This design comes from an exercise in tuning for small area and a short achievable clock period on the open sky130 flow, not from production work.
Function was checked by simulation only, so behaviour that the tests miss may differ from the original.
Power is estimated from default activity; no workload was simulated.

==> flow/design.v (excerpt) <==
module mem_responder #(
  parameter int DEPTH   = 64,
  parameter int LATENCY = 2
) (
  input  logic        clk,
  input  logic        reset,
  input  logic        req_valid,
  output logic        req_ready,
  input  logic        req_we,
  input  logic [31:0] req_addr,
  input  logic [31:0] req_wdata,
  output logic        resp_valid,
  input  logic        resp_ready,
  output logic [31:0] resp_rdata,
  output logic        resp_err
);
  localparam int AW = $clog2(DEPTH);
  logic          busy_q, wait_q, resp_q, wr_q;
  logic          we_q, err_q;
  logic [DEPTH-1:0] sel_q;
  logic [31:0]   data_q;
  logic [31:0]   mem [DEPTH];
  logic          idle, err_in;
  logic [DEPTH-1:0] sel_in, sel;
  logic [31:0]   rd;
  assign idle       = !busy_q;
  assign req_ready  = !busy_q & reset;
  assign resp_valid = resp_q;
  assign resp_rdata = data_q;
  assign resp_err   = err_q;
  assign err_in = (req_addr[1:0] != 2'b00) || (req_addr[31:AW+2] != '0);
  always_comb begin
    for (int i = 0; i < DEPTH; i++) sel_in[i] = (req_addr[AW+1:2] == AW'(i));
  ...
Size: roughly 3800 cells after synthesis, about 76000 µm² of cells after synthesis.
==> module mem_responder, before the edit <==
module mem_responder #(
  parameter int DEPTH   = 64,
  parameter int LATENCY = 2
) (
  input  logic        clk,
  input  logic        reset,
  input  logic        req_valid,
  output logic        req_ready,
  input  logic        req_we,
  input  logic [31:0] req_addr,
  input  logic [31:0] req_wdata,
  output logic        resp_valid,
  input  logic        resp_ready,
  output logic [31:0] resp_rdata,
  output logic        resp_err
);
  localparam int AW = $clog2(DEPTH);
  logic          busy_q, wait_q, resp_q, wr_q;
  logic          we_q, err_q;
  logic [DEPTH-1:0] sel_q;
  logic [31:0]   data_q;
  logic [31:0]   mem [DEPTH];
  logic          idle, err_in;
  logic [DEPTH-1:0] sel_in, sel;
  logic [31:0]   rd;
  assign idle       = !busy_q;
  assign req_ready  = !busy_q & reset;
  assign resp_valid = resp_q;
  assign resp_rdata = data_q;
  assign resp_err   = err_q;
  assign err_in = (req_addr[1:0] != 2'b00) || (req_addr[31:AW+2] != '0);
  always_comb begin
    for (int i = 0; i < DEPTH; i++) sel_in[i] = (req_addr[AW+1:2] == AW'(i));
  end
  always_ff @(posedge clk or negedge reset) begin
    if (!reset) begin
      busy_q <= 1'b0;
      wait_q <= 1'b0;
      resp_q <= 1'b0;
      wr_q   <= 1'b0;
    end else begin
      busy_q <= busy_q ? !(resp_q & resp_ready) : req_valid;
      wait_q <= !busy_q & req_valid;
      resp_q <= wait_q | (resp_q & !resp_ready);
      wr_q   <= !busy_q & req_valid & req_we & !err_in;
    end
  end
  always_ff @(posedge clk) begin
    if (idle) begin
      we_q  <= req_we;
      err_q <= err_in;
      sel_q <= sel_in;
    end
  end
  assign sel = sel_q;
  for (genvar b = 0; b < 32; b++) begin : g_bit
    logic [DEPTH-1:0] col;
    logic [7:0]       p;
    logic [3:0]       q;
    for (genvar i = 0; i < DEPTH; i++) begin : g_col
      assign col[i] = mem[i][b];
    end
    for (genvar k = 0; k < 8; k++) begin : g_g
      mem_responder_or8 u_grp (.d(col[8*k+:8]), .s(sel[8*k+:8]), .y(p[k]));
    end
    for (genvar k = 0; k < 4; k++) begin : g_n
      mem_responder_nor2 u_nor (.a(p[2*k+:2]), .y(q[k]));
    end
    mem_responder_nand4 u_out (.a(q), .y(rd[b]));
  end
  always_ff @(posedge clk) begin
    if (idle)        data_q <= req_wdata;
    else if (wait_q) data_q <= (we_q | err_q) ? 32'h0 : rd;
  end
  always_ff @(posedge clk) begin
    for (int i = 0; i < DEPTH; i++)
      if (wr_q & sel[i]) mem[i] <= data_q;
  end
endmodule
==> module mem_responder_nand4, before the edit <==
module mem_responder_nand4 (
  input  logic [3:0] a,
  output logic       y
);
  assign y = !(&a);
endmodule
Settings: LEC_CHECK=0, CAP_MARGIN=20, CORE_MARGIN=2, CORE_UTILIZATION=60, CTS_CLUSTER_DIAMETER=80, CTS_CLUSTER_SIZE=24, PLACE_DENSITY=0.7, SETUP_SLACK_MARGIN=2.6, SLEW_MARGIN=20, SYNTH_HIERARCHICAL=1; clock period 5.0 ns.
standard.sh (not shown) runs the stock make flow with config.mk's settings and CLKGATE_MAP_FILE= SYNTH_SCRIPT=/design/flow/synth_recipe.tcl, a recipe that flattens the netlist after the stock synthesis.
==> flow/flow/run.sh <==
#!/bin/bash
# The standard layout (standard.sh, unchanged synthesis and steps) with two
# resizer settings changed: the port buffers are plain buf_2 cells instead of
# the delay cells buffer_ports picks by default, and gate sizing may change a
# cell's footprint (MATCH_CELL_FOOTPRINT=0). make's output goes to
# flow_make.log; each ORFS step keeps its own log under orfs/logs.
set -euo pipefail
export BUFFER_PORTS_ARGS="-buffer_cell sky130_fd_sc_hd__buf_2"
if ! bash standard.sh MATCH_CELL_FOOTPRINT=0 finish > flow_make.log 2>&1; then
  tail -50 flow_make.log
  exit 1
fi
tail -20 flow_make.log
Edit:
--- a/flow/design.v
+++ b/flow/design.v
@@ -18,16 +18,18 @@
   logic          busy_q, wait_q, resp_q, wr_q;
   logic          we_q, err_q;
   logic [DEPTH-1:0] sel_q;
-  logic [31:0]   data_q;
+  logic [31:0]   wdata_q, rdata_q;
   logic [31:0]   mem [DEPTH];
   logic          idle, err_in;
   logic [DEPTH-1:0] sel_in, sel;
   logic [31:0]   rd;
+  logic          no_rd;
   assign idle       = !busy_q;
   assign req_ready  = !busy_q & reset;
   assign resp_valid = resp_q;
-  assign resp_rdata = data_q;
+  assign resp_rdata = rdata_q;
   assign resp_err   = err_q;
+  assign no_rd  = we_q | err_q;   
   assign err_in = (req_addr[1:0] != 2'b00) || (req_addr[31:AW+2] != '0);
   always_comb begin
     for (int i = 0; i < DEPTH; i++) sel_in[i] = (req_addr[AW+1:2] == AW'(i));
@@ -66,15 +68,15 @@
     for (genvar k = 0; k < 4; k++) begin : g_n
       mem_responder_nor2 u_nor (.a(p[2*k+:2]), .y(q[k]));
     end
-    mem_responder_nand4 u_out (.a(q), .y(rd[b]));
+    mem_responder_aoi41 u_out (.a(q), .b(no_rd), .y(rd[b]));
   end
   always_ff @(posedge clk) begin
-    if (idle)        data_q <= req_wdata;
-    else if (wait_q) data_q <= (we_q | err_q) ? 32'h0 : rd;
+    if (idle)   wdata_q <= req_wdata;
+    if (wait_q) rdata_q <= rd;
   end
   always_ff @(posedge clk) begin
     for (int i = 0; i < DEPTH; i++)
-      if (wr_q & sel[i]) mem[i] <= data_q;
+      if (wr_q & sel[i]) mem[i] <= wdata_q;
   end
 endmodule
 module mem_responder_or8 (
@@ -84,11 +86,12 @@
 );
   assign y = |(d & s);
 endmodule
-module mem_responder_nand4 (
+module mem_responder_aoi41 (
   input  logic [3:0] a,
+  input  logic       b,
   output logic       y
 );
-  assign y = !(&a);
+  assign y = !((&a) | b);
 endmodule
 module mem_responder_nor2 (
   input  logic [1:0] a,
The changed run finished clean.
Worst setup slack degrades by 0.12 ns.
Die area went up by 1.2%.
Clock skew drops by 0.0058 ns.
Final area came out lower by 0.58%.
Total power falls by 2.2%.

port drivers added, routing unchanged:
The flow's constraints put no driver on any port. The routed layouts listed below were extracted and timed again, unchanged, in two steps.
Step 1: set_driving_cell puts a clkbuf_16 on clk and a buf_2 on each other input, an assumption about the parent block.
Step 2 adds t to the input delays and takes it off the output delays; t is the mean of the earliest and latest rising clock arrival at the registers after step 1. Input paths then give back, and output paths get back, about the clock's delay inside the block.
Slacks: ideal / step 1 / step 2; pairs: ideal / step 1.
| run | t (ns) | slack for setup (ns) | hold WS [ns] | worst setup path after step 2 |
|---|---|---|---|---|
| the first run | 0.800 | 2.468 / 2.386 / 2.250 | 0.029 / -0.012 / 0.474 | input to register |
| the second run | 0.811 | 2.350 / 2.268 / 2.337 | 0.036 / -0.004 / 0.523 | input to register |
After both steps setup and hold are still met in every run listed. For the first run, which loses most, drivers alone change the setup slack by -0.082 ns; drivers and shift together by -0.218 ns.
